This is an optimization exercise on Yosys and OpenROAD, whose aim is a short achievable clock period and few clock cycles, not a production implementation. In this exercise RTL edits were held to simulation tests only and were not proved equivalent to the original. Power and IR drop assume default switching activity.

==> branch raven <==
Design rv_core_top, start of the top module:
module rv_core_top (
    input  wire        clk,
    input  wire        arst_n_i,
    output wire [31:0] imem_addr_o,
    input  wire [31:0] imem_rdata_i,
    output wire        retire_valid_o,
    output wire [4:0]  retire_rd_o,
    output wire [31:0] retire_data_o
);
clock: 7.0 ns
lec_check: 0
cap_margin: 20
core_margin: 2
core_utilization: 40
place_density: 0.6
setup_slack_margin: 4.3
slew_margin: 20
run.sh (not shown) runs the stock make flow with config.mk's settings and CLKGATE_MAP_FILE= SYNTH_SCRIPT=/design/flow/synth_recipe.tcl, a recipe that flattens the netlist after the stock synthesis.
==> inputs of branch zinc, as changes to branch raven <==
--- a/flow/design.v
+++ b/flow/design.v
@@ -66,17 +66,18 @@
     logic [31:2] pc_q;
     logic [BTB_N-1:0]   btb_v;
     logic [31:TAG_LO]   btb_tag [BTB_N];
     logic [31:2]        btb_tgt [BTB_N];
     logic [1:0]         btb_cnt [BTB_N];
     logic        d_valid;
     logic [31:2] d_pc;
     logic [31:0] d_ins;
-    logic [31:0] d_rs1_oh, d_rs2_oh;    
+    logic [31:0] d_rf_a, d_rf_b;        
+    logic [31:2] d_tgt, d_pc4;          
     logic [5:0]  d_cls;                 
     logic        d_hit;
     logic        d_ptaken;
     logic        e1_valid;
     logic        e1_wen;
     logic [4:0]  e1_rd;
     logic [31:0] e1_a, e1_b;
     logic        e1_fa1, e1_fb1;      
@@ -98,51 +99,68 @@
     logic        x1_v_ee, x1_v_we, x1_v_ew, x1_v_ww;    
     logic [DMEM_WORDS-1:0] x1_mld, x1_mst;
     logic        x1_eqlo;
     logic        x1_branch, x1_bne, x1_pred;
     logic [31:2] x1_alt, x1_tgt, x1_pc;
     logic        w_valid;
     logic [4:0]  w_rd;
     logic [31:0] w_data;
+    logic        z_valid;
+    logic [4:0]  z_rd;
+    logic [31:0] z_data;
     logic        u_valid;
     logic        u_taken;
     logic        u_hit;
     logic [31:2] u_pc, u_tgt;
     logic [31:0] regs [1:31];
     logic [15:0] dmem_lo [DMEM_WORDS];
     logic [15:0] dmem_hi [DMEM_WORDS];
     assign imem_addr_o = {pc_q, 2'b00};
     logic [BTB_N-1:0] f_match;
     logic             f_hit, f_taken;
-    logic [31:2]      f_tgt, f_next;
+    logic [31:2]      f_btgt, f_next;
     always_comb begin
-        f_tgt = '0;
+        f_btgt = '0;
         for (int i = 0; i < BTB_N; i++) begin
             f_match[i] = btb_v[i] && (pc_q[TAG_LO-1:2] == i[BTB_AW-1:0])
                          && (btb_tag[i] == pc_q[31:TAG_LO]);
-            f_tgt = f_tgt | ({30{f_match[i]}} & btb_tgt[i]);
+            f_btgt = f_btgt | ({30{f_match[i]}} & btb_tgt[i]);
         end
     end
     assign f_hit   = |f_match;
     assign f_taken = |(f_match & {btb_cnt[15][1], btb_cnt[14][1], btb_cnt[13][1], btb_cnt[12][1],
                                   btb_cnt[11][1], btb_cnt[10][1], btb_cnt[9][1],  btb_cnt[8][1],
                                   btb_cnt[7][1],  btb_cnt[6][1],  btb_cnt[5][1],  btb_cnt[4][1],
                                   btb_cnt[3][1],  btb_cnt[2][1],  btb_cnt[1][1],  btb_cnt[0][1]});
-    assign f_next  = f_taken ? f_tgt : pc_q + 30'd1;
+    assign f_next  = f_taken ? f_btgt : pc_q + 30'd1;
     logic [31:0] f_rs1_oh, f_rs2_oh;
     logic [5:0]  f_cls;
     always_comb begin
         f_rs1_oh = '0;
         f_rs2_oh = '0;
         f_rs1_oh[imem_rdata_i[19:15]] = 1'b1;
         f_rs2_oh[imem_rdata_i[24:20]] = 1'b1;
         f_rs1_oh[0] = 1'b0;
         f_rs2_oh[0] = 1'b0;
     end
+    logic [31:0] f_rf_a, f_rf_b;
+    always_comb begin
+        f_rf_a = '0;
+        f_rf_b = '0;
+        for (int i = 1; i < 32; i++) begin
+            f_rf_a = f_rf_a | ({32{f_rs1_oh[i]}} & regs[i]);
+            f_rf_b = f_rf_b | ({32{f_rs2_oh[i]}} & regs[i]);
+        end
+    end
+    logic [31:2] f_tgt;
+    assign f_tgt = f_cls[1] ? pc_q + {{12{imem_rdata_i[31]}}, imem_rdata_i[19:12], imem_rdata_i[20],
+                                      imem_rdata_i[30:22]}
+                            : pc_q + {{20{imem_rdata_i[31]}}, imem_rdata_i[7], imem_rdata_i[30:25],
+                                      imem_rdata_i[11:9]};
     assign f_cls[0] =  imem_rdata_i[6] & ~imem_rdata_i[2];                       
     assign f_cls[1] =  imem_rdata_i[6] &  imem_rdata_i[2];                       
     assign f_cls[2] = ~imem_rdata_i[6] &  imem_rdata_i[5] &  imem_rdata_i[4];    
     assign f_cls[3] = ~imem_rdata_i[6] & ~imem_rdata_i[5] &  imem_rdata_i[4];    
     assign f_cls[4] = ~imem_rdata_i[6] & ~imem_rdata_i[5] & ~imem_rdata_i[4];    
     assign f_cls[5] = ~imem_rdata_i[6] &  imem_rdata_i[5] & ~imem_rdata_i[4];    
     logic [31:0] ins;
     assign ins = d_ins;
@@ -164,48 +182,36 @@
     assign d_uses_rs1 = ~d_is_jal;
     assign d_uses_rs2 = d_is_op | d_is_store | d_is_branch;
     assign d_regwrite = d_is_op | d_is_imm | d_is_load | d_is_jal;
     assign d_subop    = (d_is_op & (d_f3 == 3'b000) & ins[30]) | (d_alu & (d_f3 == 3'b010));
     logic [31:0] d_imm_i;
     logic [7:0]  d_off;
     assign d_imm_i = {{20{ins[31]}}, ins[31:20]};
     assign d_off   = d_is_store ? {ins[27:25], ins[11:7]} : ins[27:20];
-    logic [31:2] d_tgt_j, d_tgt_b, d_tgt, d_pc4;
-    assign d_tgt_j = d_pc + {{12{ins[31]}}, ins[19:12], ins[20], ins[30:22]};
-    assign d_tgt_b = d_pc + {{20{ins[31]}}, ins[7], ins[30:25], ins[11:9]};
-    assign d_tgt   = d_is_jal ? d_tgt_j : d_tgt_b;
-    assign d_pc4   = d_pc + 30'd1;
     logic d_pred, d_need_taken, d_redir;
     logic [31:2] d_redir_pc;
     assign d_pred       = d_hit ? d_ptaken : ins[31];
     assign d_need_taken = d_is_jal | (d_is_branch & d_pred);
     assign d_redir      = d_need_taken ^ d_ptaken;
     assign d_redir_pc   = d_need_taken ? d_tgt : d_pc4;
-    logic [31:0] d_rf_a, d_rf_b;
-    always_comb begin
-        d_rf_a = '0;
-        d_rf_b = '0;
-        for (int i = 1; i < 32; i++) begin
-            d_rf_a = d_rf_a | ({32{d_rs1_oh[i]}} & regs[i]);
-            d_rf_b = d_rf_b | ({32{d_rs2_oh[i]}} & regs[i]);
-        end
-    end
-    logic d_m1a, d_m2a, d_m3a, d_m1b, d_m2b, d_m3b;
+    logic d_m1a, d_m2a, d_m3a, d_m4a, d_m1b, d_m2b, d_m3b, d_m4b;
+    assign d_m4a = z_valid && (z_rd  == d_rs1);
+    assign d_m4b = z_valid && (z_rd  == d_rs2);
     assign d_m1a = e1_wen  && (e1_rd == d_rs1);
     assign d_m2a = x1_wen  && (x1_rd == d_rs1);
     assign d_m3a = w_valid && (w_rd  == d_rs1);
     assign d_m1b = e1_wen  && (e1_rd == d_rs2);
     assign d_m2b = x1_wen  && (x1_rd == d_rs2);
     assign d_m3b = w_valid && (w_rd  == d_rs2);
     logic [31:0] d_a, d_b;
-    assign d_a[15:0]  = d_m2a ? x1_lo : d_m3a ? w_data[15:0] : d_rf_a[15:0];
-    assign d_a[31:16] = d_m3a ? w_data[31:16] : d_rf_a[31:16];
-    assign d_b[15:0]  = d_m2b ? x1_lo : d_m3b ? w_data[15:0] : d_rf_b[15:0];
-    assign d_b[31:16] = d_m3b ? w_data[31:16] : d_rf_b[31:16];
+    assign d_a[15:0]  = d_m2a ? x1_lo : d_m3a ? w_data[15:0] : d_m4a ? z_data[15:0] : d_rf_a[15:0];
+    assign d_a[31:16] = d_m3a ? w_data[31:16] : d_m4a ? z_data[31:16] : d_rf_a[31:16];
+    assign d_b[15:0]  = d_m2b ? x1_lo : d_m3b ? w_data[15:0] : d_m4b ? z_data[15:0] : d_rf_b[15:0];
+    assign d_b[31:16] = d_m3b ? w_data[31:16] : d_m4b ? z_data[31:16] : d_rf_b[31:16];
     logic d_stall;
     assign d_stall = d_valid & (((d_is_load | d_is_store) & d_m1a)
                               | (d_uses_rs1 & d_m1a & e1_slt)
                               | (d_uses_rs2 & d_m1b & e1_slt)
                               | (d_uses_rs1 & ~d_m1a & d_m2a & x1_slt)
                               | (d_uses_rs2 & ~d_m1b & d_m2b & x1_slt));
     logic [7:0] m_p, m_g, m_o;
     logic       m_c2;
@@ -311,23 +317,32 @@
         end else begin
             d_valid <= ~(d_valid & d_redir);
         end
     end
     always_ff @(posedge clk) begin
         if (!d_stall) begin
             d_pc     <= pc_q;
             d_ins    <= imem_rdata_i;
-            d_rs1_oh <= f_rs1_oh;
-            d_rs2_oh <= f_rs2_oh;
             d_cls    <= f_cls;
+            d_tgt    <= f_tgt;
+            d_pc4    <= pc_q + 30'd1;
             d_hit    <= f_hit;
             d_ptaken <= f_taken;
         end
     end
+    always_ff @(posedge clk) begin
+        if (!d_stall) begin
+            d_rf_a <= f_rf_a;
+            d_rf_b <= f_rf_b;
+        end else begin
+            if (d_m4a) d_rf_a <= z_data;
+            if (d_m4b) d_rf_b <= z_data;
+        end
+    end
     always_ff @(posedge clk or negedge arst_n_i) begin
         if (!arst_n_i) begin
             e1_valid  <= 1'b0;
             e1_wen    <= 1'b0;
             e1_branch <= 1'b0;
             e1_slt    <= 1'b0;
         end else begin
             e1_valid  <= d_go;
@@ -399,24 +414,28 @@
         x1_pred  <= e1_pred;
         x1_alt   <= e1_alt;
         x1_tgt   <= e1_tgt;
         x1_pc    <= e1_pc;
     end
     always_ff @(posedge clk or negedge arst_n_i) begin
         if (!arst_n_i) begin
             w_valid <= 1'b0;
+            z_valid <= 1'b0;
             u_valid <= 1'b0;
         end else begin
             w_valid <= x1_wen;
+            z_valid <= w_valid;
             u_valid <= x1_valid & x1_branch;
         end
     end
     always_ff @(posedge clk) begin
         w_rd    <= x1_rd;
+        z_rd    <= w_rd;
+        z_data  <= w_data;
         w_data  <= {z_hi, z_lo};
         u_taken <= z_taken;
         u_hit   <= x1_hit;
         u_pc    <= x1_pc;
         u_tgt   <= x1_tgt;
     end
     always_ff @(posedge clk) begin
         for (int k = 0; k < DMEM_WORDS; k++) begin
Settings changed: PLACE_DENSITY 0.6 to 0.55, SETUP_SLACK_MARGIN 4.3 to 4.2.
==> run_results.csv <==
group,metric,value,unit
global_routing,grt_pass1_wl,1515000,um
die,rows,266,
global_routing,grt_pass1_vias,165900,
run_status,haltStage,"detailed routing (5_2_route)",
global_routing,grt_max_degree,178,
yosys,synthArstFlopShare,21.62,%
timing,crit_endpoint,"u_core.pc_q[3]$_DFFE_PN0P_/D",
run_status,toolErrorMsg,"[ERROR DRT-0218] Guide is not connected to design for net _05358_",
clock_network,post_cts_buffers,1182,
yosys,synth_area,0.2109,mm2
yosys,synth_fa_ha_area_share,1.574,%
yosys,synth_top_cells_by_area,"edfxtp_1, dfrtp_1, dfxtp_1",
run_status,status,"did not finish",
-- figures above: branch raven

==> run_results.csv <==
group,metric,value,unit
clock_network,ctsRootBufferMaster,"clkbuf_16",
global_routing,grt_pass1_wl,1384000,um
final_layout,nets,17190,
die,rows,268,
clock_network,cts_tree,"yes",
yosys,synth_area,0.2144,mm2
global_routing,grt_pass1_vias,153600,
run_status,status,"no timing/DRC/antenna violations",
clock_network,post_cts_buffers,1079,
yosys,synth_top_cells_by_area,"edfxtp_1, dfrtp_1, mux2_2",
setup_path,path_max_fanout,6,
timing,rsz0062_at_grt,"true",
global_routing,grt_max_degree,164,
power_and_ir_drop,power-top-group,"registers",
min_path,hold_path.class,"reg -> reg",
die,die_y,736.2,um
yosys,synth_fa_ha_area_share,1.547,%
-- figures above: branch zinc

Testbench counts of branch raven, summed over its fixed seeds: cycles 83,036.
Testbench counts of branch zinc, summed over its fixed seeds: cycles 83,036.

## what the ideal ports hide
The flow's constraints put no driver on any port. The routed layout listed below was extracted and timed again, unchanged, in two steps.
Step 1: set_driving_cell puts a clkbuf_16 on clk and a buf_2 on each other input, an assumption about the parent block.
Step 2 moves the port delays by t, midway between the first and last clock arrival at a register: inputs arrive t later, outputs are due t later. That takes back most of the time a late clock gives input paths.
a / b / c = ideal / step 1 / step 2; a / b = the first two.
run: branch zinc
t, ns: 1.264
slack for setup (ns): 2.931 / 2.931 / 2.364
clock arrival spread, ns: 0.067 / 0.067
worst register clock-pin slew, ns: 0.07 / 0.07
After both steps setup and hold are still met in branch zinc. For branch zinc, drivers alone change the setup slack by 0.000 ns; drivers and shift together by -0.567 ns.
